What follows belongs to an exercise in optimizing a design on an open flow for a short achievable clock period and few clock cycles per item; a production flow would make more cautious choices. The RTL was checked by simulation tests, not by an equivalence proof against the original design. Power and IR drop assume default switching activity.

==> design/flow/config.mk <==
export PLATFORM = sky130hd
export DESIGN_NAME = cpu
export DESIGN_NICKNAME = cpu
export VERILOG_FILES = /design/flow/design.v
export SDC_FILE = /design/flow/constraint.sdc
export NUM_CORES = 4
export LEC_CHECK = 0
export ABC_CLOCK_PERIOD_IN_PS = 2500
export CAP_MARGIN = 20
export CELL_PAD_IN_SITES_DETAIL_PLACEMENT = 1
export CELL_PAD_IN_SITES_GLOBAL_PLACEMENT = 2
export CORE_MARGIN = 2
export CORE_UTILIZATION = 30
export PLACE_DENSITY = 0.5
export SETUP_SLACK_MARGIN = 4.0
export SLEW_MARGIN = 20
export SYNTH_HIERARCHICAL = 1
==> design/flow/constraint.sdc <==
create_clock -name core_clock -period 7.0 [get_ports {clk}]
set_input_delay 1.4000 -clock core_clock [delete_from_list [all_inputs] [get_ports {clk}]]
set_output_delay 1.4000 -clock core_clock [all_outputs]
set_load 0.01 [all_outputs]
==> design/flow/design.v <==
`default_nettype none
package cpu_pkg;
    localparam int XLEN = 32;
    typedef logic [XLEN-1:0] word_t;
    typedef logic [4:0]      reg_addr_t;
    typedef enum logic [6:0] {
        OPC_OP     = 7'b0110011,
        OPC_OP_IMM = 7'b0010011,
        OPC_LOAD   = 7'b0000011,
        OPC_STORE  = 7'b0100011,
        OPC_BRANCH = 7'b1100011,
        OPC_JAL    = 7'b1101111
    } opcode_e;
    typedef enum logic [2:0] {
        ALU_ADD,
        ALU_SUB,
        ALU_AND,
        ALU_OR,
        ALU_XOR,
        ALU_SLT,
        ALU_PASS_LINK                
    } alu_op_e;
    typedef struct packed {
        logic      reg_write;        
        logic      mem_read;
        logic      mem_write;
        logic      is_branch;
        logic      branch_ne;        
        logic      is_jal;
        logic      use_imm;          
        alu_op_e   alu;
        reg_addr_t rd;
    } ctrl_t;
    localparam word_t NOP_INSTR = 32'h0000_0013;    
endpackage
`default_nettype wire
`timescale 1ns/10ps
`default_nettype none
module if_next (
    input  cpu_pkg::word_t pc,
    input  cpu_pkg::word_t instr,
    input  logic           stall,
    output cpu_pkg::word_t next_pc,
    output logic           pred,
    output cpu_pkg::word_t tgt_b,
    output cpu_pkg::word_t pc4
);
    logic jal, br, sel_j, sel_b, sel_4, hold;
    cpu_pkg::word_t immb, immj, tgt_j, jb;
    assign jal  = instr[6:0] == 7'b1101111;
    assign br   = instr[6:0] == 7'b1100011;
    assign pred = br && (instr[31] || instr[12]);
    assign immb = {{20{instr[31]}}, instr[7], instr[30:25], instr[11:8], 1'b0};
    assign immj = {{12{instr[31]}}, instr[19:12], instr[20], instr[30:21], 1'b0};
    ks_add32 u_tgt_b (.a(pc), .b(immb), .cin(1'b0), .s(tgt_b), .c31());
    ks_add32 u_tgt_j (.a(pc), .b(immj), .cin(1'b0), .s(tgt_j), .c31());
    assign pc4 = pc + 32'd4;
    assign sel_j = !stall && jal;
    assign sel_b = !stall && pred && !jal;
    assign sel_4 = !stall && !pred && !jal;
    assign hold  = stall;
    for (genvar i = 0; i < 32; i++) begin : g_next
        g_ao22 u_jb  (.s1(sel_j), .a(tgt_j[i]), .s2(sel_b), .b(tgt_b[i]), .y(jb[i]));
        g_sel2 u_pc  (.s1(sel_4), .a(pc4[i]),   .s2(hold),  .b(pc[i]),    .c(jb[i]), .y(next_pc[i]));
    end
endmodule
`default_nettype wire
`timescale 1ns/10ps
`default_nettype none
module ex_unit (
    input  cpu_pkg::word_t a,
    input  cpu_pkg::word_t b,
    input  cpu_pkg::word_t link,
    input  logic           sel_add,
    input  logic           sel_sub,
    input  logic           sel_and,
    input  logic           sel_or,
    input  logic           sel_xor,
    input  logic           sel_slt,
    input  logic           sel_link,
    input  logic           a_fwd,
    input  logic           b_fwd,
    input  logic           use_imm,
    input  cpu_pkg::word_t a_other,
    input  cpu_pkg::word_t b_other,
    input  cpu_pkg::word_t s_other,
    output cpu_pkg::word_t res_early,
    output cpu_pkg::word_t alu,
    output logic           eq,
    output cpu_pkg::word_t next_a,
    output cpu_pkg::word_t next_b,
    output cpu_pkg::word_t next_rs2
);
    cpu_pkg::word_t sum, diff, alu_early, a_early, b_early, s_early;
    cpu_pkg::word_t nb;
    logic a_add, a_sub, b_add, b_sub, i_add, i_sub;
    logic c31_sum, c31_diff, nc31, sgn_eq, lt_early, t_alu, t_a, t_s, t_b;
    assign nb = ~b;
    ks_add32 u_sum  (.a(a), .b(b),  .cin(1'b0), .s(sum),  .c31(c31_sum));
    ks_add32 u_diff (.a(a), .b(nb), .cin(1'b1), .s(diff), .c31(c31_diff));
    assign sgn_eq   = a[31] == b[31];
    assign lt_early = a[31] && !b[31];
    assign nc31     = !c31_diff;
    assign t_alu    = sel_slt && sgn_eq;
    assign t_a      = a_fwd && sel_slt && sgn_eq;
    assign t_s      = b_fwd && sel_slt && sgn_eq;
    assign t_b      = b_fwd && !use_imm && sel_slt && sgn_eq;
    eq32 u_eq (.a(a), .b(b), .eq(eq));
    assign res_early = ({32{sel_and}}  & (a & b))
                     | ({32{sel_or}}   & (a | b))
                     | ({32{sel_xor}}  & (a ^ b))
                     | ({32{sel_link}} & link);
    assign a_add = a_fwd && sel_add;
    assign a_sub = a_fwd && sel_sub;
    assign b_add = b_fwd && sel_add;
    assign b_sub = b_fwd && sel_sub;
    assign i_add = b_add && !use_imm;
    assign i_sub = b_sub && !use_imm;
    assign alu_early   = res_early | {31'd0, sel_slt && lt_early};
    assign a_early     = a_other | {31'd0, a_fwd && sel_slt && lt_early};
    assign s_early     = s_other | {31'd0, b_fwd && sel_slt && lt_early};
    assign b_early     = b_other | {31'd0, b_fwd && !use_imm && sel_slt && lt_early};
    g_sel3 u_alu0 (.s1(sel_add), .a(sum[0]), .s2(sel_sub), .b(diff[0]), .s3(t_alu), .c(nc31), .d(alu_early[0]), .y(alu[0]));
    g_sel3 u_na0  (.s1(a_add),   .a(sum[0]), .s2(a_sub),   .b(diff[0]), .s3(t_a),   .c(nc31), .d(a_early[0]),   .y(next_a[0]));
    g_sel3 u_nr0  (.s1(b_add),   .a(sum[0]), .s2(b_sub),   .b(diff[0]), .s3(t_s),   .c(nc31), .d(s_early[0]),   .y(next_rs2[0]));
    g_sel3 u_nb0  (.s1(i_add),   .a(sum[0]), .s2(i_sub),   .b(diff[0]), .s3(t_b),   .c(nc31), .d(b_early[0]),   .y(next_b[0]));
    for (genvar i = 1; i < 32; i++) begin : g_out
        g_sel2 u_alu (.s1(sel_add), .a(sum[i]), .s2(sel_sub), .b(diff[i]), .c(alu_early[i]),   .y(alu[i]));
        g_sel2 u_na  (.s1(a_add),   .a(sum[i]), .s2(a_sub),   .b(diff[i]), .c(a_early[i]),     .y(next_a[i]));
        g_sel2 u_nr  (.s1(b_add),   .a(sum[i]), .s2(b_sub),   .b(diff[i]), .c(s_early[i]),     .y(next_rs2[i]));
        g_sel2 u_nb  (.s1(i_add),   .a(sum[i]), .s2(i_sub),   .b(diff[i]), .c(b_early[i]),     .y(next_b[i]));
    end
endmodule
`default_nettype wire
`timescale 1ns/10ps
`default_nettype none
module g_ao21 (
    input  logic a,
    input  logic b,
    input  logic c,
    output logic y
);
    assign y = a | (b & c);
endmodule
module g_and2 (
    input  logic a,
    input  logic b,
    output logic y
);
    assign y = a & b;
endmodule
module g_xor2 (
    input  logic a,
    input  logic b,
    output logic y
);
    assign y = a ^ b;
endmodule
module g_mux2 (
    input  logic s,
    input  logic a,
    input  logic b,
    output logic y
);
    assign y = s ? b : a;
endmodule
module g_nor4 (
    input  logic a,
    input  logic b,
    input  logic c,
    input  logic d,
    output logic y
);
    assign y = !(a | b | c | d);
endmodule
module eq32 (
    input  logic [31:0] a,
    input  logic [31:0] b,
    output logic        eq
);
    logic [31:0] d;
    logic [15:0] e;
    logic [3:0]  f;
    for (genvar i = 0; i < 32; i++) begin : g_d
        g_xor2 u_d (.a(a[i]), .b(b[i]), .y(d[i]));
    end
    for (genvar i = 0; i < 16; i++) begin : g_e
        g_nor2 u_e (.a(d[2*i]), .b(d[2*i+1]), .y(e[i]));
    end
    for (genvar i = 0; i < 4; i++) begin : g_f
        g_nand4 u_f (.a(e[4*i]), .b(e[4*i+1]), .c(e[4*i+2]), .d(e[4*i+3]), .y(f[i]));
    end
    g_nor4 u_eq (.a(f[0]), .b(f[1]), .c(f[2]), .d(f[3]), .y(eq));
endmodule
module g_ao22 (
    input  logic s1,
    input  logic a,
    input  logic s2,
    input  logic b,
    output logic y
);
    assign y = (s1 & a) | (s2 & b);
endmodule
module g_sel2 (
    input  logic s1,
    input  logic a,
    input  logic s2,
    input  logic b,
    input  logic c,
    output logic y
);
    assign y = (s1 & a) | (s2 & b) | c;
endmodule
module g_a22oi (
    input  logic a,
    input  logic b,
    input  logic c,
    input  logic d,
    output logic y
);
    assign y = !((a & b) | (c & d));
endmodule
module g_nand2 (
    input  logic a,
    input  logic b,
    output logic y
);
    assign y = !(a & b);
endmodule
module g_nand4 (
    input  logic a,
    input  logic b,
    input  logic c,
    input  logic d,
    output logic y
);
    assign y = !(a & b & c & d);
endmodule
module g_nor2 (
    input  logic a,
    input  logic b,
    output logic y
);
    assign y = !(a | b);
endmodule
module rf_bit (
    input  logic [31:1] sel,
    input  logic [31:1] r,
    output logic        y
);
    logic [15:0] t;
    logic [3:0]  u;
    logic [1:0]  v;
    for (genvar k = 0; k < 15; k++) begin : g_t
        g_a22oi u_t (.a(sel[2*k+1]), .b(r[2*k+1]), .c(sel[2*k+2]), .d(r[2*k+2]), .y(t[k]));
    end
    g_nand2 u_t15 (.a(sel[31]), .b(r[31]), .y(t[15]));
    for (genvar k = 0; k < 4; k++) begin : g_u
        g_nand4 u_u (.a(t[4*k]), .b(t[4*k+1]), .c(t[4*k+2]), .d(t[4*k+3]), .y(u[k]));
    end
    g_nor2  u_v0 (.a(u[0]), .b(u[1]), .y(v[0]));
    g_nor2  u_v1 (.a(u[2]), .b(u[3]), .y(v[1]));
    g_nand2 u_y  (.a(v[0]), .b(v[1]), .y(y));
endmodule
module g_sel3 (
    input  logic s1,
    input  logic a,
    input  logic s2,
    input  logic b,
    input  logic s3,
    input  logic c,
    input  logic d,
    output logic y
);
    assign y = (s1 & a) | (s2 & b) | (s3 & c) | d;
endmodule
module g_ao222 (
    input  logic s1,
    input  logic a,
    input  logic s2,
    input  logic b,
    input  logic s3,
    input  logic c,
    output logic y
);
    assign y = (s1 & a) | (s2 & b) | (s3 & c);
endmodule
module g_ao2222 (
    input  logic s1,
    input  logic a,
    input  logic s2,
    input  logic b,
    input  logic s3,
    input  logic c,
    input  logic s4,
    input  logic d,
    output logic y
);
    assign y = (s1 & a) | (s2 & b) | (s3 & c) | (s4 & d);
endmodule
module ks_add32 (
    input  logic [31:0] a,
    input  logic [31:0] b,
    input  logic        cin,
    output logic [31:0] s,
    output logic        c31
);
    logic [31:0] g [0:5];
    logic [31:0] p [0:5];
    logic [31:0] p0, c;
    logic        g00;
    for (genvar i = 0; i < 32; i++) begin : g_pg
        g_xor2 u_p (.a(a[i]), .b(b[i]), .y(p0[i]));
        if (i == 0) begin : g_b0
            g_and2 u_g  (.a(a[0]), .b(b[0]), .y(g00));
            g_ao21 u_gc (.a(g00), .b(p0[0]), .c(cin), .y(g[0][0]));
        end else begin : g_bn
            g_and2 u_g (.a(a[i]), .b(b[i]), .y(g[0][i]));
        end
        assign p[0][i] = p0[i];
    end
    for (genvar l = 0; l < 5; l++) begin : g_lvl
        for (genvar i = 0; i < 32; i++) begin : g_bit
            if (i >= (1 << l)) begin : g_op
                g_ao21 u_g (.a(g[l][i]), .b(p[l][i]), .c(g[l][i - (1 << l)]), .y(g[l+1][i]));
                g_and2 u_p (.a(p[l][i]), .b(p[l][i - (1 << l)]), .y(p[l+1][i]));
            end else begin : g_pass
                assign g[l+1][i] = g[l][i];
                assign p[l+1][i] = p[l][i];
            end
        end
    end
    assign c   = {g[5][30:0], cin};
    assign c31 = g[5][30];
    for (genvar i = 0; i < 32; i++) begin : g_sum
        g_xor2 u_s (.a(p0[i]), .b(c[i]), .y(s[i]));
    end
endmodule
`default_nettype wire
`timescale 1ns/10ps
`default_nettype none
module cpu #(
    parameter cpu_pkg::word_t RESET_PC = '0
) (
    input  logic           clk,
    input  logic           reset,
    output cpu_pkg::word_t imem_addr,
    input  cpu_pkg::word_t imem_data,
    output logic           dmem_valid,
    output logic           dmem_write,
    output cpu_pkg::word_t dmem_addr,
    output cpu_pkg::word_t dmem_wdata,
    input  logic           dmem_ready,
    input  cpu_pkg::word_t dmem_rdata
);
    typedef cpu_pkg::word_t word_t;
    typedef cpu_pkg::reg_addr_t reg_addr_t;
    word_t     pc;
    logic      id_valid;
    word_t     id_instr;
    word_t     id_pc;
    logic      id_pred;                  
    word_t     id_pc4, id_tgt_b;         
    logic      id_br_x0;                 
    logic [31:1] id_rs1_oh, id_rs2_oh;   
    logic      ex_reg_write, ex_load, ex_store;
    logic      ex_addi;
    word_t     ex_negimm;               
    logic      ex_miss_eq, ex_miss_ne;
    logic      ex_hit_eq, ex_hit_ne;      
    logic      ex_sel_add, ex_sel_sub, ex_sel_and, ex_sel_or, ex_sel_xor, ex_sel_slt, ex_sel_link;
    reg_addr_t ex_rd;
    word_t     ex_a;                     
    word_t     ex_b;                     
    word_t     ex_s;                     
    word_t     ex_link, ex_rec_pc;
    logic      m_reg_write, m_load, m_store;
    logic      m_mem;                    
    logic [31:1] m_we;                   
    reg_addr_t m_rd;
    word_t     m_res, m_wdata;
    word_t     m_addr;                   
    logic [31:1][31:0] rf;               
    logic      mem_busy;
    logic      load_use;
    logic      stall;
    logic      redirect;
    word_t     alu;                      
    logic      ex_eq;
    word_t     m_val;                    
    logic  f_pred;
    word_t f_tgt_b, f_pc4;
    word_t f_next, pc_next, rec_pc, id_rec_pc;
    logic  any_redirect, id_redirect, id_red_z, id_red_nz, d_zero;
    assign imem_addr = pc;
    if_next u_if_next (
        .pc      (pc),
        .instr   (imem_data),
        .stall   (stall),
        .next_pc (f_next),
        .pred    (f_pred),
        .tgt_b   (f_tgt_b),
        .pc4     (f_pc4)
    );
    logic ex_is_branch, any_eq, any_ne;
    assign ex_is_branch = ex_miss_eq || ex_miss_ne;
    logic any_e_z, any_e_nz, any_n_z, any_n_nz, any_e, any_n;
    assign any_e_z  = ex_miss_eq || id_red_z;
    assign any_e_nz = ex_miss_eq || id_red_nz;
    assign any_n_z  = ex_miss_ne || id_red_z;
    assign any_n_nz = ex_miss_ne || id_red_nz;
    g_mux2 u_any_e (.s(d_zero), .a(any_e_nz), .b(any_e_z), .y(any_e));
    g_mux2 u_any_n (.s(d_zero), .a(any_n_nz), .b(any_n_z), .y(any_n));
    g_mux2 u_any   (.s(ex_eq),  .a(any_n),    .b(any_e),   .y(any_redirect));
    for (genvar i = 0; i < 32; i++) begin : g_pc
        g_mux2 u_rec (.s(ex_is_branch), .a(id_rec_pc[i]), .b(ex_rec_pc[i]), .y(rec_pc[i]));
        g_mux2 u_pc  (.s(any_redirect), .a(f_next[i]), .b(rec_pc[i]), .y(pc_next[i]));
    end
    always_ff @(posedge clk or posedge reset) begin
        if (reset) begin
            pc <= RESET_PC;
        end else begin
            pc <= pc_next;
        end
    end
    always_ff @(posedge clk or posedge reset) begin
        if (reset) begin
            id_valid <= 1'b0;
        end else if (any_redirect) begin
            id_valid <= 1'b0;
        end else if (!stall) begin
            id_valid <= 1'b1;
        end
    end
    always_ff @(posedge clk) begin
        if (!stall) begin
            id_instr <= imem_data;
            for (int i = 1; i < 32; i++) begin
                id_rs1_oh[i] <= imem_data[19:15] == 5'(i);
                id_rs2_oh[i] <= imem_data[24:20] == 5'(i);
            end
            id_pc    <= pc;
            id_pred  <= f_pred;
            id_pc4   <= f_pc4;
            id_br_x0 <= imem_data[6:0] == 7'b1100011 && imem_data[24:20] == 5'd0;
            id_tgt_b <= f_tgt_b;
        end
    end
    logic [6:0] opc;
    logic [2:0] f3;
    reg_addr_t  rs1, rs2, rd;
    logic d_op, d_opimm, d_load, d_store, d_branch, d_jal;
    logic d_reg_write, d_uses_rs1, d_uses_rs2, d_use_imm;
    logic d_sel_add, d_sel_sub, d_sel_and, d_sel_or, d_sel_xor, d_sel_slt;
    logic a_fwd_ex, a_fwd_m, b_fwd_ex, b_fwd_m;
    word_t d_imm, d_immb, d_a_other, d_b_other, d_s_other, d_a, d_b, d_rs2, d_pc4, d_tgt_b;
    assign opc = id_instr[6:0];
    assign f3  = id_instr[14:12];
    assign rs1 = id_instr[19:15];
    assign rs2 = id_instr[24:20];
    assign rd  = id_instr[11:7];
    assign d_op     = id_valid && opc == 7'b0110011;
    assign d_opimm  = id_valid && opc == 7'b0010011;
    assign d_load   = id_valid && opc == 7'b0000011;
    assign d_store  = id_valid && opc == 7'b0100011;
    assign d_branch = id_valid && opc == 7'b1100011;
    assign d_jal    = id_valid && opc == 7'b1101111;
    assign d_reg_write = (d_op || d_opimm || d_load || d_jal) && rd != 5'd0;
    assign d_uses_rs1  = d_op || d_opimm || d_load || d_store || d_branch;
    assign d_uses_rs2  = d_op || d_store || d_branch;
    assign d_use_imm   = d_opimm || d_load || d_store;
    assign d_sel_sub = d_op && f3 == 3'b000 && id_instr[30];
    assign d_sel_add = d_op ? (f3 == 3'b000 && !id_instr[30]) : !d_jal;
    assign d_sel_slt = d_op && f3 == 3'b010;
    assign d_sel_xor = d_op && f3 == 3'b100;
    assign d_sel_or  = d_op && f3 == 3'b110;
    assign d_sel_and = d_op && f3 == 3'b111;
    assign d_imm  = d_store ? {{20{id_instr[31]}}, id_instr[31:25], id_instr[11:7]}
                            : {{20{id_instr[31]}}, id_instr[31:20]};
    assign d_immb = {{20{id_instr[31]}}, id_instr[7], id_instr[30:25], id_instr[11:8], 1'b0};
    assign d_pc4   = id_pc4;
    assign d_tgt_b = id_tgt_b;
    assign a_fwd_ex = ex_reg_write && rs1 == ex_rd;
    assign a_fwd_m  = m_reg_write && rs1 == m_rd;
    assign b_fwd_ex = ex_reg_write && rs2 == ex_rd;
    assign b_fwd_m  = m_reg_write && rs2 == m_rd;
    logic a_sx, a_sm, a_sr, s_sx, s_sm, s_sr, b_sx, b_sm, b_sr;
    word_t res_early, d_rf_a, d_rf_s;
    assign a_sx = a_fwd_ex;
    assign a_sm = a_fwd_m && !a_fwd_ex;
    assign a_sr = !a_fwd_m && !a_fwd_ex;
    assign s_sx = b_fwd_ex;
    assign s_sm = b_fwd_m && !b_fwd_ex;
    assign s_sr = !b_fwd_m && !b_fwd_ex;
    assign b_sx = s_sx && !d_use_imm;
    assign b_sm = s_sm && !d_use_imm;
    assign b_sr = s_sr && !d_use_imm;
    for (genvar j = 0; j < 32; j++) begin : g_rd
        logic [31:1] col;
        for (genvar i = 1; i < 32; i++) begin : g_col
            assign col[i] = rf[i][j];
        end
        rf_bit   u_ra (.sel(id_rs1_oh), .r(col), .y(d_rf_a[j]));
        rf_bit   u_rs (.sel(id_rs2_oh), .r(col), .y(d_rf_s[j]));
        g_ao222  u_a  (.s1(a_sx), .a(res_early[j]), .s2(a_sm), .b(m_val[j]), .s3(a_sr), .c(d_rf_a[j]),
                       .y(d_a_other[j]));
        g_ao222  u_s  (.s1(s_sx), .a(res_early[j]), .s2(s_sm), .b(m_val[j]), .s3(s_sr), .c(d_rf_s[j]),
                       .y(d_s_other[j]));
        g_ao2222 u_b  (.s1(b_sx), .a(res_early[j]), .s2(b_sm), .b(m_val[j]), .s3(b_sr), .c(d_rf_s[j]),
                       .s4(d_use_imm), .d(d_imm[j]), .y(d_b_other[j]));
    end
    assign load_use = ex_load && ((d_uses_rs1 && a_fwd_ex) || (d_uses_rs2 && b_fwd_ex));
    assign mem_busy = m_mem && !dmem_ready;
    assign stall    = mem_busy || load_use;
    logic  d_fuse, d_pred, d_fuse_ok, pred_z, pred_nz;
    word_t d_negimm;
    assign d_fuse  = id_valid && id_br_x0 && a_fwd_ex && ex_addi;
    eq32 u_zero (.a(ex_a), .b(ex_negimm), .eq(d_zero));
    assign d_fuse_ok = d_fuse && !mem_busy;
    assign id_red_z  = d_fuse_ok && (f3[0] == id_pred);
    assign id_red_nz = d_fuse_ok && (f3[0] != id_pred);
    g_mux2 u_id_red (.s(d_zero), .a(id_red_nz), .b(id_red_z), .y(id_redirect));
    assign id_rec_pc   = id_pred ? d_pc4 : d_tgt_b;
    assign pred_z   = d_fuse ? !f3[0] : id_pred;
    assign pred_nz  = d_fuse ? f3[0] : id_pred;
    g_mux2 u_d_pred (.s(d_zero), .a(pred_nz), .b(pred_z), .y(d_pred));
    assign d_negimm = '0 - d_imm;
    logic redirect_n, ex_keep, k_reg_write, k_load, k_store, k_miss_eq, k_miss_ne, k_addi;
    logic d_miss_eq, d_miss_ne, no_load_use;
    assign d_miss_eq   = d_branch && (f3[0] == d_pred);
    assign d_miss_ne   = d_branch && (f3[0] != d_pred);
    assign no_load_use = !load_use;
    g_mux2 u_redirect_n (.s(ex_eq), .a(ex_hit_ne), .b(ex_hit_eq), .y(redirect_n));
    g_and2 u_keep   (.a(redirect_n), .b(no_load_use), .y(ex_keep));
    g_and2 u_k_rw   (.a(ex_keep), .b(d_reg_write), .y(k_reg_write));
    g_and2 u_k_ld   (.a(ex_keep), .b(d_load),      .y(k_load));
    g_and2 u_k_st   (.a(ex_keep), .b(d_store),     .y(k_store));
    g_and2 u_k_meq  (.a(ex_keep), .b(d_miss_eq),   .y(k_miss_eq));
    g_and2 u_k_mne  (.a(ex_keep), .b(d_miss_ne),   .y(k_miss_ne));
    g_and2 u_k_addi (.a(ex_keep), .b(d_opimm),     .y(k_addi));
    always_ff @(posedge clk or posedge reset) begin
        if (reset) begin
            ex_reg_write <= 1'b0;
            ex_load      <= 1'b0;
            ex_store     <= 1'b0;
            ex_miss_eq   <= 1'b0;
            ex_miss_ne   <= 1'b0;
            ex_addi      <= 1'b0;
        end else if (!mem_busy) begin
            ex_reg_write <= k_reg_write;
            ex_load      <= k_load;
            ex_store     <= k_store;
            ex_miss_eq   <= k_miss_eq;
            ex_miss_ne   <= k_miss_ne;
            ex_addi      <= k_addi;
        end
    end
    always_ff @(posedge clk) begin
        if (!mem_busy) begin
            ex_sel_add  <= d_sel_add;
            ex_sel_sub  <= d_sel_sub;
            ex_sel_and  <= d_sel_and;
            ex_sel_or   <= d_sel_or;
            ex_sel_xor  <= d_sel_xor;
            ex_sel_slt  <= d_sel_slt;
            ex_sel_link <= d_jal;
            ex_rd       <= rd;
            ex_a        <= d_a;
            ex_b        <= d_b;
            ex_s        <= d_rs2;
            ex_link     <= d_pc4;
            ex_rec_pc   <= id_pred ? d_pc4 : d_tgt_b;
            ex_negimm   <= d_negimm;
        end
    end
    ex_unit u_ex (
        .a        (ex_a),
        .b        (ex_b),
        .link     (ex_link),
        .sel_add  (ex_sel_add),
        .sel_sub  (ex_sel_sub),
        .sel_and  (ex_sel_and),
        .sel_or   (ex_sel_or),
        .sel_xor  (ex_sel_xor),
        .sel_slt  (ex_sel_slt),
        .sel_link (ex_sel_link),
        .a_fwd    (a_fwd_ex),
        .b_fwd    (b_fwd_ex),
        .use_imm  (d_use_imm),
        .a_other  (d_a_other),
        .b_other  (d_b_other),
        .s_other  (d_s_other),
        .res_early(res_early),
        .alu      (alu),
        .eq       (ex_eq),
        .next_a   (d_a),
        .next_b   (d_b),
        .next_rs2 (d_rs2)
    );
    g_mux2 u_redirect (.s(ex_eq), .a(ex_miss_ne), .b(ex_miss_eq), .y(redirect));
    assign ex_hit_eq = !ex_miss_eq;
    assign ex_hit_ne = !ex_miss_ne;
    always_ff @(posedge clk or posedge reset) begin
        if (reset) begin
            m_reg_write <= 1'b0;
            m_load      <= 1'b0;
            m_store     <= 1'b0;
            m_mem       <= 1'b0;
            m_we        <= '0;
        end else if (!mem_busy) begin
            m_reg_write <= ex_reg_write;
            m_load      <= ex_load;
            m_store     <= ex_store;
            m_mem       <= ex_load || ex_store;
            for (int i = 1; i < 32; i++) begin
                m_we[i] <= ex_reg_write && ex_rd == 5'(i);
            end
        end
    end
    always_ff @(posedge clk) begin
        if (!mem_busy) begin
            m_rd    <= ex_rd;
            m_res   <= alu;
            m_wdata <= ex_s;
        end
    end
    always_ff @(posedge clk) begin
        if (!mem_busy && (ex_load || ex_store)) begin
            m_addr  <= alu;
        end
    end
    assign dmem_valid = m_mem;
    assign dmem_write = m_store;
    assign dmem_addr  = m_addr;
    assign dmem_wdata = m_wdata;
    assign m_val = m_load ? dmem_rdata : m_res;      
    always_ff @(posedge clk) begin
        for (int i = 1; i < 32; i++) begin
            if (m_we[i]) begin
                rf[i] <= m_val;
            end
        end
    end
endmodule
`default_nettype wire
==> design/flow/flow/run.sh <==
#!/bin/bash
# Standard layout, except that:
# - synthesis leaves adders to ABC instead of mapping them onto the
#   library's full/half-adder cells;
# - the port buffers are buf_6 cells instead of the small delay buffers
#   that buffer_ports picks by default (every port still gets a buffer).
set -euo pipefail
cd "$(dirname "$0")/.."
ADDER_MAP_FILE= BUFFER_PORTS_ARGS="-buffer_cell sky130_fd_sc_hd__buf_6" bash standard.sh > standard.log 2>&1
==> design/flow/standard.sh <==
#!/bin/bash
# synth_recipe.tcl (not shown) runs the flow's synth.tcl, then flattens the netlist and writes it again
# the make line also repeats each setting of config.mk as NAME=value (left out here)
make -C /OpenROAD-flow-scripts/flow DESIGN_CONFIG=/design/flow/config.mk WORK_HOME=/design/flow/orfs CLKGATE_MAP_FILE= SYNTH_SCRIPT=/design/flow/synth_recipe.tcl "${@:-finish}"
==> key figures, run 1 <==
Logic synthesis
  – Synth area leader: edfxtp_1
  – Asr flop ratio synth: 4.89%
  – Synth Instances: 5,596
  – Syn Std Cell Area: 78,800 um^2
  – Most common flop cell mapped by yosys: edfxtp_1
  – Main area contributors after synthesis: edfxtp_1 (55%), a22oi_2 (15%), a21o_1 (4.8%), and2_1 (4.1%), xor2_1 (3.9%)
  – Register area share after synthesis: 57.2%
  – Synth Area in Adders: 0%
  – Largest family of logic cells by synthesized area: compound AO/OA/AOI/OAI gates
  – Synth Area in Simple Gates: 9.93%
  – Number of synthesis warnings: 12
  – Post-synthesis xor/xnor area fraction: 4.27%
  – Number of synthesized flops with an enable pin: 1,438
  – #FFs+latches synth: 1,512
  – Multiplexer area fraction after synthesis: 2.30%
  – Compound-Gate Fraction of Synth Area: 25.2%
  – Netlist cell types: 63
  – Top cell type's share of synthesized area: 54.8%
  – Mean post-synth cell area: 14.1 um^2

Finish
  – Post-layout net count: 6,389
  – Post-route cell area: 97,700 um^2
  – Layout cells sized above 1: 35.9%
  – Filler cells: 26,700
  – Area Growth Syn to Fin: 24.0%

Timing
  – Period minus WS final: 3.11 ns
  – RSZ-0062 raised after global routing: true
  – Final Hold Fails: 0
  – Final Max Slew Viols: 0
  – Final Cycle Share: 44.4%
  – Worst rel slew slack: 18.3%
  – Timing-limited maximum frequency: 322 MHz
  – PnR worst setup slack: 3.89 ns
  – Final setup vio count: 0
  – Tightest Pin Transition: 1.23 ns
  – Hold slack: 0.392 ns
  – Worst clock skew: 0.0830 ns
  – Setup TNS: 0 ns

Route
  – Iteration-0 DRC Markers: 5,137
  – Routed WL: 380 mm
  – Vias per Instance: 5.71
  – DR pass1 iterations: 6
  – Final ANT Viol Nets: 0
  – DRC Markers: 0
  – Via Count: 57,200
  – Avg WL per Cell: 38.0 um

Place
  – Placed cell area: 86,100 um^2
  – Final HPWL DP: 239 mm
  – GPL Wtd Cong: 0.819
  – Port buffer count: 164
  – DP Worst Slack: 2.63 ns

Critical path
  – CP bufs+invs: 1
  – Delay-heaviest family, CP: simple AND/OR/NAND/NOR gates
  – Crit Path Category: in -> reg
  – Max stage delay cell, worst path: a221o_1
  – CP most frequent cell: and2_1
  – Crit path DAT: 3.81 ns
  – Worst-path maximum fanout: 16
  – Worst Setup Start Kind: primary input
  – Critical path required time: 7.70 ns
  – Crit-path max cell delay: 0.26 ns
  – CP endpoint kind: register
  – Critical Path, Cell by Cell: buf_16, xor2_4, and2_1, and2_1, and2_1, and2_1, a21o_1, xor2_1, a22o_1, a221o_1, mux2_4

Clock network
  – Clock latency on the worst-skew pair: 0.88 ns
  – Hold Buf Count CTS: 0
  – Worst-path clk slew: 0.06 ns
  – CTS H-Tree Depth: 4
  – TritonCTS Buffers: 182
  – TritonCTS clock tree: built
  – CTS sink cnt: 1,512
  – Root buf cell: clkbuf_16
  – CTS Buffer Depth: 3

Global route
  – First-pass GRT wire length: 509 mm
  – GR Overflow Total: 0
  – Vias in the first global route: 58,500
  – Largest net degree at the start of global routing: 107
  – Total GRT Usage: 27.7%
  – Antenna violations before repair: 22

Flow run
  – Max-Cap Viols: 0

Die
  – Die height: 516 um
  – Initial core utilization: 30.1%
  – Num ports: 165
  – Die width: 516 um
  – Area of the die: 267,000 um^2
  – Row count: 188
  – Core outline area: 262,000 um^2

Pwr
  – Worst vdd ir: 0.000290 V
  – Lkg Pwr: 35.1 nW
  – Power Density: 359 nW/um^2
  – Power, Total: 35.0 mW

Hold path
  – Hold crit path type: reg -> reg

Outcome
  – Outcome: finished clean
cell families (layout without fill, tap and decap cells):
logic type | count (synthesis) | after routing
AO/OA/AOI/OAI | 1940 | 1941
flip-flops | 1512 | 1512
AND/OR/NAND/NOR | 1428 | 1429
XOR/XNOR | 384 | 384
buffers and inverters | 192 | 1060
multiplexers | 137 | 138
other | 3 | 33
Yosys stat by module, one instance, submodules excluded, a selection:
module / area [um^2] / flops+latches
g_sel2: 10.0 / 0
cpu: 47800 / 1512
g_ao22: 8.76 / 0
g_nor2: 3.75 / 0
g_nand2: 3.75 / 0
g_ao21: 7.51 / 0
g_ao222: 13.8 / 0
g_ao2222: 18.8 / 0
g_nand4: 6.26 / 0
area by class of cell:
cell class                 instances  area, um^2  share of cell area [%]
clock inverter                    94         930                   0.952
multi-input combinational       3904       35000                    35.8
timing repair buffer             610        6790                    6.95
tap                             3515        4400                    4.50
inverter                         109         432                   0.442
antenna                           21        52.6                  0.0538
clock buffer                     244        4950                    5.07
sequential                      1512       45200                    46.2
timing repair inverter             3        22.5                  0.0231
what timing repair did:
action                     CTS  global route
setup endpoints to repair  391           153
pin swaps                   78           120
setup buffers              185            91
gates resized for setup    421           171
gates cloned                19             8
cells in the mapped netlist, types with 11 or more instances:
master / n
o21ai_1: 19
nand4_1: 276
xor2_1: 350
nor3_1: 18
inv_1: 108
and3_1: 11
o21ai_0: 57
dfrtp_1: 74
nor2_1: 249
mux2_2: 66
edfxtp_1: 1438
a221o_1: 187
nor3b_1: 35
a22o_1: 50
a22oi_2: 960
a22oi_1: 68
nand2_1: 240
a21o_1: 504
nand3_1: 21
clkbuf_1: 38
a222oi_1: 64
a21oi_1: 11
xnor2_1: 34
and2_1: 519
mux2_4: 69
buf_4: 35
layer usage:
metal | vias to the layer above | wire length, um | GRT usage [%]
li1 | 24200 | - | -
met1 | 31100 | 176000 | 39.0
met2 | 1530 | 175000 | 44.4
met3 | 395 | 16700 | 3.50
met4 | 0 | 12900 | 8.58
met5 | - | 0 | 0
power breakdown:
group	internal (mW)	switching, mW	total, mW	leakage [nW]
Combinational	4.32	8.17	12.5	17.6
Sequential	12.0	1.04	13.1	14.6
Clock	5.40	4.08	9.48	2.85
final timing paths:
check	startpoint	endpoint	slack [ns]	cells past startpoint
worst max-delay path	imem_data[31]	pc[18]	3.89	11
worst min-delay path	ex_s[15]	m_wdata[15]	0.39	0
worst max register to register	id_rs1_oh[3]	ex_a[27]	3.90	8
worst min register to register	ex_s[15]	m_wdata[15]	0.39	0
max in group asynchronous	reset	pc[20]	5.01	3
min in group asynchronous	reset	pc[8]	0.73	2
metrics by stage:
step / cells / util, %
global route: 9993 / 37.3
detailed placement: 9350 / 32.9
floorplan: 5605 / -
finish: 10000 / 37.3
global placement: 9350 / 32.9
CTS: 9892 / 36.6
flip-flops by register name (all words and copies together), names as in the netlist, 5 cells and up:
signal	cells
ex_b	32
ex_a	32
m_wdata	32
m_we	31
id_rs2_oh	31
m_addr	32
ex_negimm	13
id_pc4	32
id_rs1_oh	31
m_res	32
ex_rec_pc	32
ex_s	32
rf	992
m_rd	5
id_instr	32
id_tgt_b	32
ex_rd	5
ex_link	32
pc	32
cells in the final DEF (no fill, tap or decap), types with 20 or more instances in the layout:
master,n
clkinv_1,31
buf_16,26
nand2_4,23
a222oi_1,64
clkbuf_1,50
clkbuf_16,193
xor2_2,83
buf_12,56
buf_6,211
o21ai_0,55
nand4_1,276
and2_1,507
xor2_1,250
xnor2_1,34
a221o_1,186
a22oi_1,62
a22oi_2,966
o21ai_1,21
nand2_1,198
nor2_2,20
clkinv_2,30
a22o_1,50
nor3b_1,34
mux2_2,64
buf_4,303
inv_1,104
edfxtp_1,1438
mux2_4,71
diode_2,21
nor2_1,178
nor2_4,55
a21o_1,482
dfrtp_2,44
Testbench counts, summed over its fixed seeds: cycles 23,234, instructions 21,723.
==> run 2, diff against run 1 <==
--- a/design/flow/config.mk
+++ b/design/flow/config.mk
@@ -11,6 +11,6 @@
 export CELL_PAD_IN_SITES_GLOBAL_PLACEMENT = 2
 export CORE_MARGIN = 2
-export CORE_UTILIZATION = 30
-export PLACE_DENSITY = 0.5
+export CORE_UTILIZATION = 40
+export PLACE_DENSITY = 0.6
 export SETUP_SLACK_MARGIN = 4.0
 export SLEW_MARGIN = 20
==> run 2 against run 1 <==
Effect of this change:
- sequential share of layout area increased by 2.1 points
- worst hold slack improved by 0.024 ns
- first-iteration DRC count increased by 25%
- sequential power about the same
- critical endpoint is now id_valid
- power decreased by 4.5%
==> key figures, run 2 <==
Die
  – Initial core utilization: 40.3% (+10 points)
  – Num ports: 165 (unchanged)
  – Die width: 448 um (-13%)
  – Core outline area: 195,000 um^2 (-25%)
  – Row count: 162 (-14%)
  – Die height: 448 um (-13%)
  – Area of the die: 201,000 um^2 (-25%)

Logic synthesis
  – Number of synthesis warnings: 12 (unchanged)
  – Asr flop ratio synth: 4.89% (unchanged)
  – Number of synthesized flops with an enable pin: 1,438 (unchanged)
  – Multiplexer area fraction after synthesis: 2.30% (unchanged)
  – Mean post-synth cell area: 14.1 um^2 (unchanged)
  – Main area contributors after synthesis: edfxtp_1 (55%), a22oi_2 (15%), a21o_1 (4.8%), and2_1 (4.1%), xor2_1 (3.9%)
  – Register area share after synthesis: 57.2% (unchanged)
  – Synth area leader: edfxtp_1
  – Largest family of logic cells by synthesized area: compound AO/OA/AOI/OAI gates
  – Compound-Gate Fraction of Synth Area: 25.2% (unchanged)
  – Netlist cell types: 63 (unchanged)
  – Most frequent cell after synthesis: edfxtp_1
  – Most common flop cell mapped by yosys: edfxtp_1
  – Post-synthesis xor/xnor area fraction: 4.27% (unchanged)
  – Synth Area in Adders: 0% (unchanged)
  – #FFs+latches synth: 1,512 (unchanged)
  – Synth Instances: 5,596 (unchanged)
  – Most frequent cells after synthesis: edfxtp_1 (1,438), a22oi_2 (960), and2_1 (519), a21o_1 (504), xor2_1 (350)
  – Top cell type's share of synthesized area: 54.8% (unchanged)
  – Syn Std Cell Area: 78,800 um^2 (unchanged)
  – Synth Area in Simple Gates: 9.93% (unchanged)

Global route
  – GR Overflow Total: 0 (unchanged)
  – First-pass GRT wire length: 470 mm (-7.7%)
  – Largest net degree at the start of global routing: 160 (+50%)
  – Total GRT Usage: 33.6% (+5.8 points)
  – Antenna violations before repair: 27 (+23%)
  – Vias in the first global route: 59,000 (+0.94%)

Critical path
  – Crit Path Category: reg -> reg
  – R2R depth: 10 (+2)
  – Worst setup path start: ex_negimm[12]
  – Worst Setup Start Kind: register
  – Worst R2R End: id_valid
  – CP endpoint kind: register
  – Critical Path, Cell by Cell: buf_12, xor2_1, nor2_1, nand4_1, nor4_4, buf_6, mux2_4, mux2_8, or4_1, o21ai_0
  – Worst-path maximum fanout: 20 (+4)
  – Crit path DAT: 4.00 ns (+0.19 ns)
  – Max stage delay cell, worst path: or4_1
  – Critical path required time: 7.74 ns (+0.04 ns)
  – R2R setup slack: 3.74 ns (-0.16 ns)
  – R2r startpoint: ex_negimm[12]
  – Crit-path max cell delay: 0.51 ns (+0.25 ns)
  – Crit path capture: id_valid

Timing
  – Setup TNS: 0 ns (unchanged)
  – Final Max Slew Viols: 0 (unchanged)
  – Final setup vio count: 0 (unchanged)
  – Final Cycle Share: 46.6% (+2.2 points)
  – Hold slack: 0.416 ns (+0.0239 ns)
  – RSZ-0062 raised after global routing: true
  – Timing-limited maximum frequency: 307 MHz (-4.7%)
  – Worst rel slew slack: 21.5% (+3.2 points)
  – Period minus WS final: 3.26 ns (+0.152 ns)
  – Tightest Pin Transition: 1.18 ns (-0.0482 ns)
  – Worst clock skew: 0.0453 ns (-0.0377 ns)
  – Final Hold Fails: 0 (unchanged)

Clock network
  – Clock latency on the worst-skew pair: 0.84 ns (-0.04 ns)
  – Hold Buf Count CTS: 0 (unchanged)
  – CTS H-Tree Depth: 4 (unchanged)
  – TritonCTS clock tree: built
  – Root buf cell: clkbuf_16
  – CTS sink cnt: 1,512 (unchanged)
  – Worst-path clk slew: 0.06 ns (about the same)
  – TritonCTS Buffers: 172 (-5.5%)
  – CTS Buffer Depth: 3 (unchanged)

Pwr
  – Power Density: 359 nW/um^2 (about the same)
  – Worst vdd ir: 0.000212 V (-27%)
  – Power, Total: 33.5 mW (-4.5%)
  – Lkg Pwr: 33.8 nW (-3.7%)

Hold path
  – Hold crit path type: reg -> reg

Route
  – Via Count: 57,600 (+0.67%)
  – Vias per Instance: 6.43 (+13%)
  – Final ANT Viol Nets: 0 (unchanged)
  – Avg WL per Cell: 38.2 um (+0.73%)
  – Routed WL: 342 mm (-9.9%)
  – DR pass1 iterations: 8 (+2)
  – Iteration-0 DRC Markers: 6,410 (+25%)
  – DRC Markers: 0 (unchanged)

Finish
  – Area Growth Syn to Fin: 18.4%
  – Max reg flops: 992 (unchanged)
  – Final core occ: 47.8% (+10 points)
  – Commonest non-fill, non-tap cells in the layout: edfxtp_1 (1,438), a22oi_2 (960), and2_1 (512)
  – Layout cells sized above 1: 33.0% (-2.9 points)
  – Largest reg by FF count: rf
  – Post-layout net count: 6,247 (-2.2%)
  – Commonest non-fill, non-tap cell in the layout: edfxtp_1

Place
  – Port buffer count: 164 (unchanged)
  – Final HPWL DP: 217 mm (-9.4%)
  – GPL Wtd Cong: 0.877 (+7.1%)

Flow run
  – Max-Cap Viols: 0 (unchanged)

Outcome
  – Outcome: finished clean
==> run 2: cell counts after synthesis <==
Identical to the previous run, type by type.
==> run 2: Yosys stat by module, one instance, submodules excluded, excerpt <==
| module | area [um^2] | cells | copies in the design |
|---|---|---|---|
| if_next | 617 | 90 | 1 |
| ex_unit | 1450 | 229 | 1 |
| g_and2 | 6.26 | 1 | 507 |
| cpu | 47800 | 1943 | 1 |
| g_xor2 | 8.76 | 1 | 320 |
| g_nor4 | 12.5 | 1 | 2 |
| g_nor2 | 3.75 | 1 | 160 |
==> run 2: metal layers <==
metal	global-route usage (%)	part of all wire, %	vias up
li1	-	-	23900
met1	46.3	43	30600
met2	52.0	45	2490
met3	6.21	7.4	610
met4	13.7	4.7	4
met5	0	0.0076	-
==> run 2: per-stage QoR <==
stage,setup slack (ns),instance area [um^2],instances
after floorplan,0.496,79100,5605
after global placement,2.71,84900,8455
after detailed placement,2.67,84900,8455
after CTS,3.78,92000,8873
after global routing,3.77,93300,8945
final,3.74,93300,8955
==> run 2: how the worst min path moves through the flow <==
| stage | cells past startpoint | slack (ns) | endpoint | start |
|---|---|---|---|---|
| after floorplan | 0 | 0.40 | m_wdata[0] | ex_s[0] |
| after global placement | 0 | 0.40 | m_wdata[26] | ex_s[26] |
| after detailed placement | 0 | 0.41 | m_wdata[15] | ex_s[15] |
| after CTS | 0 | 0.42 | m_wdata[15] | ex_s[15] |
| after global routing | 0 | 0.43 | m_wdata[22] | ex_s[22] |
| final | 0 | 0.42 | m_wdata[15] | ex_s[15] |
==> run 2: critical path, delay by kind of cell (launching register included) <==
family                 cells  cell delay (ns)
AND/OR/NAND/NOR            4             1.45
multiplexers               2             0.68
flip-flops                 1             0.41
buffers and inverters      2             0.37
XOR/XNOR                   1             0.18
AO/OA/AOI/OAI              1             0.08
==> run 2: timing repair <==
item,CTS,global route
gates cloned,4,3
resized for setup,203,127
setup buffers,101,67
pin swaps,18,32
endpoints found under the setup margin,374,296
==> run 2: final cells by class <==
cell class	count	area [um^2]
repair buffers	481	4630
fillers	19500	102000
clock buffers	218	4540
well taps	2624	3280
diodes	12	30.0
inverters	109	429
multi-input cells	3904	34300
flip-flops and latches	1512	45100
clock inverters	95	990
==> run 2: report_power, final <==
part / switching, mW / internal (mW) / total (mW)
Clock: 3.87 / 5.15 / 9.02
Sequential: 1.10 / 12.0 / 13.1
Combinational: 7.42 / 3.90 / 11.3
Total: 12.4 / 21.1 / 33.5
==> run 2: logic make-up (layout without fill, tap and decap cells) <==
group	after synthesis	in the layout
xor gates and xnor gates	384	384
DFF	1512	1512
and+or+nand+nor	1428	1429
other	3	24
buffers and inverters	192	903
AOI/OAI and AO/OA	1940	1941
muxes	137	138
==> run 3, diff against run 2 <==
==> design/flow/flow/run.sh (replaced) <==
#!/bin/bash
# Standard layout, except that:
# - synthesis leaves adders to ABC instead of mapping them onto the
#   library's full/half-adder cells;
# - the port buffers are buf_6 cells instead of the small delay buffers
#   that buffer_ports picks by default (every port still gets a buffer);
# - timing repair may resize a cell to any cell of the same function, not
#   only to one of the same footprint.
set -euo pipefail
cd "$(dirname "$0")/.."
ADDER_MAP_FILE= BUFFER_PORTS_ARGS="-buffer_cell sky130_fd_sc_hd__buf_6" \
    bash standard.sh MATCH_CELL_FOOTPRINT=0 finish > standard.log 2>&1
--- a/design/flow/config.mk
+++ b/design/flow/config.mk
@@ -11,6 +11,6 @@
 export CELL_PAD_IN_SITES_GLOBAL_PLACEMENT = 2
 export CORE_MARGIN = 2
-export CORE_UTILIZATION = 40
-export PLACE_DENSITY = 0.6
+export CORE_UTILIZATION = 30
+export PLACE_DENSITY = 0.5
 export SETUP_SLACK_MARGIN = 4.0
 export SLEW_MARGIN = 20
==> run 3 against run 2 <==
Effect of this change:
- via count is essentially flat
- still clean on timing, DRC and antenna
- register-to-register slack gained 0.15 ns
- critical path type unchanged
- design area up 4.1%
- combinational power increased by 11%
- core utilization is 11 points lower
- die area rose by 33%
- worst hold slack improved by 0.0053 ns
- setup slack improved by 0.15 ns
- clock skew up 0.012 ns
- critical endpoint is now ex_a[16]
- synthesized area unchanged
- sequential cell count unchanged
==> key figures, run 3 <==
Critical path
  – Crit Path Category: reg -> reg
  – Worst Setup Start Kind: register
  – CP endpoint kind: register
  – Worst-path maximum fanout: 15 (-25%)
  – Crit path DAT: 3.70 ns (-0.30 ns)
  – Critical path required time: 7.59 ns (-0.15 ns)

Timing
  – Worst clock skew: 0.0571 ns (+0.0118 ns)
  – Period minus WS final: 3.11 ns (-0.150 ns)
  – Final setup vio count: 0 (unchanged)
  – Tightest Pin Transition: 1.16 ns (-0.0185 ns)
  – Timing-limited maximum frequency: 322 MHz (+4.8%)
  – Final Max Slew Viols: 0 (unchanged)
  – Worst rel slew slack: 22.7% (+1.2 points)
  – Final Hold Fails: 0 (unchanged)
  – Hold slack: 0.422 ns (+0.00533 ns)
  – Final Cycle Share: 44.4% (-2.1 points)
  – Setup TNS: 0 ns (unchanged)
  – RSZ-0062 raised after global routing: true

Clock network
  – Hold Buf Count CTS: 0 (unchanged)
  – TritonCTS Buffers: 182 (+5.8%)
  – Clock latency on the worst-skew pair: 0.87 ns (+0.03 ns)
  – TritonCTS clock tree: built
  – Worst-path clk slew: 0.06 ns (about the same)
  – CTS Buffer Depth: 3 (unchanged)
  – Root buf cell: clkbuf_16
  – CTS sink cnt: 1,512 (unchanged)
  – CTS H-Tree Depth: 4 (unchanged)

Finish
  – Post-layout net count: 6,384 (+2.2%)
  – Largest reg by FF count: rf
  – Max reg flops: 992 (unchanged)
  – Commonest non-fill, non-tap cell in the layout: edfxtp_1
  – Commonest non-fill, non-tap cells in the layout: edfxtp_1 (1,438), a22oi_2 (962), and2_1 (508)
  – Layout cells sized above 1: 35.7% (+2.7 points)
  – Area Growth Syn to Fin: 23.3%
  – Filler cells: 26,900 (+38%)

Logic synthesis
  – Number of synthesis warnings: 12 (unchanged)
  – Main area contributors after synthesis: edfxtp_1 (55%), a22oi_2 (15%), a21o_1 (4.8%), and2_1 (4.1%), xor2_1 (3.9%)
  – Asr flop ratio synth: 4.89% (unchanged)
  – Most frequent cell after synthesis: edfxtp_1
  – #FFs+latches synth: 1,512 (unchanged)
  – Most frequent cells after synthesis: edfxtp_1 (1,438), a22oi_2 (960), and2_1 (519), a21o_1 (504), xor2_1 (350)
  – Number of synthesized flops with an enable pin: 1,438 (unchanged)
  – Register area share after synthesis: 57.2% (unchanged)
  – Netlist cell types: 63 (unchanged)
  – Syn Std Cell Area: 78,800 um^2 (unchanged)
  – Synth area leader: edfxtp_1
  – Most common flop cell mapped by yosys: edfxtp_1
  – Synth Instances: 5,596 (unchanged)
  – Top cell type's share of synthesized area: 54.8% (unchanged)
  – Mean post-synth cell area: 14.1 um^2 (unchanged)

Route
  – Via Count: 57,600 (+0.063%)
  – Avg WL per Cell: 37.8 um (-1.1%)
  – Final ANT Viol Nets: 0 (unchanged)
  – Routed WL: 378 mm (+10%)
  – DR pass1 iterations: 9 (+1)
  – Vias per Instance: 5.76 (-10%)
  – DRC Markers: 0 (unchanged)
  – Iteration-0 DRC Markers: 5,707 (-11%)

Global route
  – Largest net degree at the start of global routing: 161 (+0.63%)
  – Vias in the first global route: 59,100 (+0.13%)
  – First-pass GRT wire length: 506 mm (+7.8%)
  – GR Overflow Total: 0 (unchanged)
  – Met2 Track Usage GR: 43.7% (-8.4 points)
  – Met3 global-route usage: 3.53% (-2.7 points)
  – Antenna violations before repair: 33 (+22%)
  – GRT met1 Usage: 38.3% (-7.9 points)
  – Most Crowded Layer GR: met2
  – Total GRT Usage: 27.5% (-6.0 points)

Pwr
  – Power Density: 362 nW/um^2 (+0.87%)
  – Worst vdd ir: 0.000298 V (+40%)
  – Lkg Pwr: 35.0 nW (+3.6%)

Hold path
  – Hold crit path type: reg -> reg

Place
  – Port buffer count: 164 (unchanged)
  – GPL Wtd Cong: 0.837 (-4.6%)
  – Final HPWL DP: 242 mm (+12%)

Die
  – Die width: 516 um (+15%)
  – Num ports: 165 (unchanged)
  – Core outline area: 262,000 um^2 (+34%)
  – Die height: 516 um (+15%)
  – Row count: 188 (+16%)
  – Initial core utilization: 30.1% (-10 points)
  – Area of the die: 267,000 um^2 (+33%)

Outcome
  – Outcome: finished clean

Flow run
  – Max-Cap Viols: 0 (unchanged)
run 3: cells by family after synthesis:
group / share of synthesized area, %
AOI/OAI and AO/OA: 25.2
DFF: 57.2
and+or+nand+nor: 9.93
xor gates and xnor gates: 4.27
buffers and inverters: 1.11
muxes: 2.30
other: 0.0143
run 3: layout make-up:
type | instances | area, um^2 | area share [%]
Sequential cell | 1512 | 45200 | 46.5
Multi-Input combinational cell | 3904 | 34900 | 35.9
Timing Repair Buffer | 608 | 6250 | 6.44
Clock buffer | 229 | 4810 | 4.96
Tap cell | 3515 | 4400 | 4.53
Clock inverter | 113 | 1170 | 1.21
Inverter | 109 | 429 | 0.442
Antenna cell | 13 | 32.5 | 0.0335
run 3: worst max-delay path, stage by stage (launching register included):
cell and delay, ns:
edfxtp_1 0.42, buf_12 0.18, buf_16 0.20, buf_16 0.18, a22oi_2 0.19, nand4_1 0.16
nor2_2 0.36, nand2_1 0.37, a222oi_1 0.39, inv_1 0.08, a221o_1 0.26
run 3: report_power, final:
part           switching [mW]  leakage, nW  internal, mW  total (mW)
Sequential              0.998         14.6          12.0        13.0
Clock                    4.12         2.90          5.52        9.64
Combinational            8.26         17.5          4.21        12.5
Total                    13.4         35.0          21.8        35.1
run 3: repair_timing:
action                     4_1_cts  5_1_grt
gates cloned                     7       11
buffers inserted               168       94
gates resized for setup        378      166
pin swaps                       50       74
setup endpoints to repair      393      235
run 3: modules after synthesis, one instance, submodules excluded, a selection:
module | flip-flops and latches | copies in the design
ex_unit | 0 | 1
g_ao2222 | 0 | 32
g_sel3 | 0 | 4
g_mux2 | 0 | 69
g_sel2 | 0 | 156
g_ao22 | 0 | 32
g_ao21 | 0 | 500
g_and2 | 0 | 507
g_nand4 | 0 | 264
run 3: final timing paths:
kind	start	end	depth (start not counted)	slack (ns)
hold reg to reg	ex_s[25]	m_wdata[25]	0	0.42
max in group asynchronous	reset	pc[20]	4	5.11
setup / recovery	id_rs1_oh[5]	ex_a[16]	10	3.89
hold / removal	ex_s[25]	m_wdata[25]	0	0.42
min in group asynchronous	reset	pc[1]	3	0.70
setup reg to reg	id_rs1_oh[5]	ex_a[16]	10	3.89
run 3: layer usage:
layer	wire [um]	share of wire (%)
met1	172000	45
met2	173000	46
met3	18500	4.9
met4	14800	3.9
met5	13	0.0034
run 3: stage by stage:
stage                     instance area [um^2]  worst slack (ns)  power, mW  utilization, %  std cells
after global routing                     97100              3.84       36.3            37.1       9992
after global placement                   86200              2.66       24.3            32.9       9368
after CTS                                95200              3.92       35.0            36.4       9885
after floorplan                          79100             0.543       18.6               -       5605
after detailed placement                 86200              2.67       24.3            32.9       9368
final                                    97100              3.89       35.1            37.1      10000
==> run 4, diff against run 3 <==
--- a/design/flow/design.v
+++ b/design/flow/design.v
@@ -424,11 +424,13 @@
         end
     end
+    logic any_redirect_n, id_keep, id_valid_d;
+    assign any_redirect_n = !any_redirect;
+    assign id_keep = !stall || id_valid;
+    g_and2 u_id_valid (.a(any_redirect_n), .b(id_keep), .y(id_valid_d));
     always_ff @(posedge clk or posedge reset) begin
         if (reset) begin
             id_valid <= 1'b0;
-        end else if (any_redirect) begin
-            id_valid <= 1'b0;
-        end else if (!stall) begin
-            id_valid <= 1'b1;
+        end else begin
+            id_valid <= id_valid_d;
         end
     end
==> run 4 against run 3 <==
Effect of this change:
- largest cell class unchanged
- sequential share of layout area is 0.74 points higher
- power down 1.9%
- wire length shrank 1.8%
- clock power down 3.5%
- first-iteration DRC count shrank 1.6%
- synthesized cell count decreased by 0.21%
- critical path depth is 1 higher
- largest power group unchanged
==> key figures, run 4 <==
Place
  – Placed cell area: 85,900 um^2 (-0.26%)
  – GPL Wtd Cong: 0.821 (-1.9%)
  – Final HPWL DP: 238 mm (-1.5%)
  – Port buffer count: 164 (unchanged)
  – Placed insts: 9,351 (-0.18%)

Logic synthesis
  – Most frequent cells after synthesis: edfxtp_1 (1,438), a22oi_2 (960), and2_1 (519), a21o_1 (503), xor2_1 (341)
  – Most frequent cell after synthesis: edfxtp_1
  – Synth area leader: edfxtp_1
  – Netlist cell types: 55 (-13%)
  – Mean post-synth cell area: 14.1 um^2 (+0.11%)
  – Syn Std Cell Area: 78,700 um^2 (-0.11%)
  – Most common flop cell mapped by yosys: edfxtp_1
  – Synth Instances: 5,584 (-0.21%)
  – Number of synthesized flops with an enable pin: 1,438 (unchanged)
  – Number of synthesis warnings: 12 (unchanged)
  – Top cell type's share of synthesized area: 54.9% (+0.059 points)
  – #FFs+latches synth: 1,512 (unchanged)
  – Main area contributors after synthesis: edfxtp_1 (55%), a22oi_2 (15%), a21o_1 (4.8%), and2_1 (4.1%), xor2_1 (3.8%)
  – Register area share after synthesis: 57.2% (+0.062 points)
  – Asr flop ratio synth: 4.89% (unchanged)

Timing
  – Period minus WS final: 3.21 ns (+0.0993 ns)
  – Final Max Slew Viols: 0 (unchanged)
  – Setup TNS: 0 ns (unchanged)
  – Timing-limited maximum frequency: 312 MHz (-3.1%)
  – Worst rel slew slack: 22.8% (+0.060 points)
  – RSZ-0062 raised after global routing: true
  – Tightest Pin Transition: 1.16 ns (-0.000896 ns)
  – Final Hold Fails: 0 (unchanged)
  – Final setup vio count: 0 (unchanged)
  – Final Cycle Share: 45.8% (+1.4 points)
  – Worst clock skew: 0.0536 ns (-0.00352 ns)

Finish
  – Commonest non-fill, non-tap cells in the layout: edfxtp_1 (1,438), a22oi_2 (960), and2_1 (513)
  – Commonest non-fill, non-tap cell in the layout: edfxtp_1
  – Final core occ: 36.5% (-0.57 points)
  – Post-route cell area: 95,600 um^2 (-1.6%)
  – Area Growth Syn to Fin: 21.4%
  – Max reg flops: 992 (unchanged)
  – Layout Cells excl Fill: 9,902 (-1.0%)
  – Post-layout net count: 6,283 (-1.6%)
  – Layout cells sized above 1: 33.9% (-1.8 points)
  – Largest reg by FF count: rf

Critical path
  – Worst R2R End: pc[31]
  – CP most frequent cell: mux2_4
  – Worst-path maximum fanout: 8 (-7)
  – R2R setup slack: 3.79 ns (-0.10 ns)
  – Crit path DAT: 3.91 ns (+0.21 ns)
  – Critical Path, Cell by Cell: buf_6, clkbuf_16, buf_12, xor2_1, nor2_1, nand4_1, nor4_4, buf_6, mux2_4, mux2_4, mux2_4
  – R2R depth: 11 (+1)
  – Crit-path max cell delay: 0.46 ns (+0.04 ns)
  – Worst Setup Start Kind: register
  – R2r startpoint: ex_negimm[12]
  – Crit Path Category: reg -> reg
  – Critical path required time: 7.70 ns (+0.11 ns)
  – CP endpoint kind: register
  – Max stage delay cell, worst path: edfxtp_1

Pwr
  – Worst vdd ir: 0.000310 V (+4.1%)
  – Power Density: 361 nW/um^2 (-0.30%)
  – Power, Total: 34.5 mW (-1.9%)
  – Lkg Pwr: 34.3 nW (-2.1%)

Clock network
  – Worst-path clk slew: 0.06 ns (about the same)
  – Clock latency on the worst-skew pair: 0.86 ns (about the same)
  – CTS Buffer Depth: 3 (unchanged)
  – CTS H-Tree Depth: 4 (unchanged)
  – TritonCTS Buffers: 181 (-0.55%)
  – Root buf cell: clkbuf_16
  – CTS sink cnt: 1,512 (unchanged)
  – TritonCTS clock tree: built

Global route
  – Vias in the first global route: 58,500 (-1.0%)
  – Largest net degree at the start of global routing: 134 (-17%)
  – First-pass GRT wire length: 502 mm (-0.90%)
  – Antenna violations before repair: 36 (+9.1%)
  – GR Overflow Total: 0 (unchanged)
  – Total GRT Usage: 27.3% (-0.26 points)

Die
  – Die height: 516 um (about the same)
  – Num ports: 165 (unchanged)
  – Core outline area: 262,000 um^2 (about the same)
  – Die width: 516 um (about the same)
  – Row count: 188 (unchanged)
  – Initial core utilization: 30.1% (about the same)
  – Area of the die: 266,000 um^2 (-0.11%)

Route
  – Iteration-0 DRC Markers: 5,613 (-1.6%)
  – Via Count: 56,800 (-1.5%)
  – Avg WL per Cell: 37.5 um (-0.77%)
  – Routed WL: 371 mm (-1.8%)
  – DR pass1 iterations: 6 (-3)
  – Vias per Instance: 5.73 (-0.45%)
  – DRC Markers: 0 (unchanged)
  – Final ANT Viol Nets: 0 (unchanged)

Hold path
  – WHS Endpoint: m_wdata[20]
  – Hold wc startpoint: ex_s[20]
  – Depth of the worst hold-timing path: 0 (unchanged)
  – Hold crit path type: reg -> reg

Outcome
  – Outcome: finished clean

Flow run
  – Max-Cap Viols: 0 (unchanged)
-- run 4: changes by cell type in the layout (fill, tap and decap cells not counted), moves of 7 or more --
cell,before,now
nor2_2,10,24
nand2_1,206,221
xor2_4,14,7
xor2_1,241,262
a21o_1,492,483
xnor2_1,34,42
buf_6,207,200
bufinv_16,17,10
buf_4,334,253
nor2_4,66,47
xor2_2,95,72
nand2_2,26,17
-- run 4: per-stage QoR --
stage	hold WS [ns]	setup WS (ns)
after detailed placement	0.406	2.57
final	0.397	3.79
after global routing	0.407	3.77
after global placement	0.402	2.60
after floorplan	0.400	2.10
after CTS	0.393	3.85
-- run 4: critical path, delay by kind of cell (launching register included) --
| kind | cells | cell delay (ns) |
|---|---|---|
| xor gates and xnor gates | 1 | 0.15 |
| buffers and inverters | 4 | 0.64 |
| DFF | 1 | 0.46 |
| muxes | 3 | 1.14 |
| and+or+nand+nor | 3 | 0.69 |
-- run 4: power by group --
part           switching [mW]  total [mW]  internal, mW
sequential               1.02        13.0          12.0
combinational            8.02        12.1          4.09
clock                    4.07        9.30          5.23
total                    13.1        34.5          21.3
-- run 4: cells by family after synthesis --
group | count (synthesis) | synth area share, %
AO/OA/AOI/OAI | 1933 | 25.2
flip-flops | 1512 | 57.2
AND/OR/NAND/NOR | 1430 | 9.98
XOR/XNOR | 383 | 4.26
buffers and inverters | 189 | 1.08
multiplexers | 134 | 2.25
other | 3 | 0.0143
-- run 4: per-layer routing --
metal / wire length (um) / vias to the layer above / GRT usage (%) / share of wire (%)
met1: 172000 / 30600 / 38.8 / 46
met2: 169000 / 1793 / 43.0 / 46
li1: - / 23900 / - / -
met3: 18200 / 469 / 3.30 / 4.9
met5: 0 / - / 0 / 0
met4: 12300 / 0 / 8.70 / 3.3
-- run 4: repair_timing --
| action | CTS | global route |
|---|---|---|
| setup endpoints to repair | 395 | 160 |
| buffers inserted | 138 | 42 |
| cloned | 14 | 3 |
| hold buffers | 0 | 0 |
| pin swaps | 34 | 38 |
| gates resized for setup | 335 | 103 |
-- run 4: cell type report --
type | instances | area, um^2
fill | 27000 | 166000
antenna | 16 | 40.0
sequential | 1512 | 45100
tap | 3515 | 4400
multi-input combinational | 3898 | 34400
inverter | 109 | 427
clock buffer | 232 | 4790
clock inverter | 106 | 946
timing repair buffer | 514 | 5420
-- run 4: per-module statistics from Yosys, one instance, submodules excluded, excerpt --
module / cell area, um^2 / copies in the design / flops+latches
ex_unit: 1450 / 1 / 0
g_sel3: 16.3 / 4 / 0
g_ao222: 13.8 / 64 / 0
g_nor4: 12.5 / 2 / 0
g_sel2: 10.0 / 156 / 0
g_nand2: 3.75 / 128 / 0
g_nor2: 3.75 / 160 / 0
-- run 4: how the worst max path moves through the flow --
stage / start / end / slack (ns) / cells past startpoint
finish: ex_negimm[12] / pc[31] / 3.79 / 11
global route: ex_negimm[12] / pc[31] / 3.77 / 10
CTS: m_addr[31] / dmem_addr[31] / 3.85 / 1
detailed placement: dmem_ready / pc[15] / 2.57 / 9
global placement: dmem_ready / pc[1] / 2.60 / 9
floorplan: dmem_ready / id_br_x0 / 2.10 / 4
Testbench counts of run 4, summed over its fixed seeds: cycles 23,234, instructions 21,723.

## afterwards: timing with drivers on the ports
No port has a modelled driver above. Below, the same layouts with a new extraction and two added sets of constraints. Step 1 (the two cells are an assumption about what drives the block):
set clk [get_ports {clk}]
set_driving_cell -lib_cell sky130_fd_sc_hd__clkbuf_16 $clk
set_driving_cell -lib_cell sky130_fd_sc_hd__buf_2 [delete_from_list [all_inputs] $clk]
Step 2 also shifts input and output timing later by t, the mid clock arrival at the registers, as if the neighbouring blocks saw the same clock. a / b / c = no drivers / after step 1 / after step 2; a / b = the first two.
run	t (ns)	setup slack, ns	worst setup path at the end
run 1	0.930	3.893 / 3.681 / 2.750	input to register
run 2	0.909	3.741 / 3.639 / 2.730	input to register
run 3	0.929	3.891 / 3.752 / 2.823	input to register
run 4	0.934	3.792 / 3.749 / 2.815	input to register
After both steps every run listed still meets setup and hold. For run 1, which loses most, drivers alone change the setup slack by -0.212 ns; drivers and shift together by -1.143 ns.
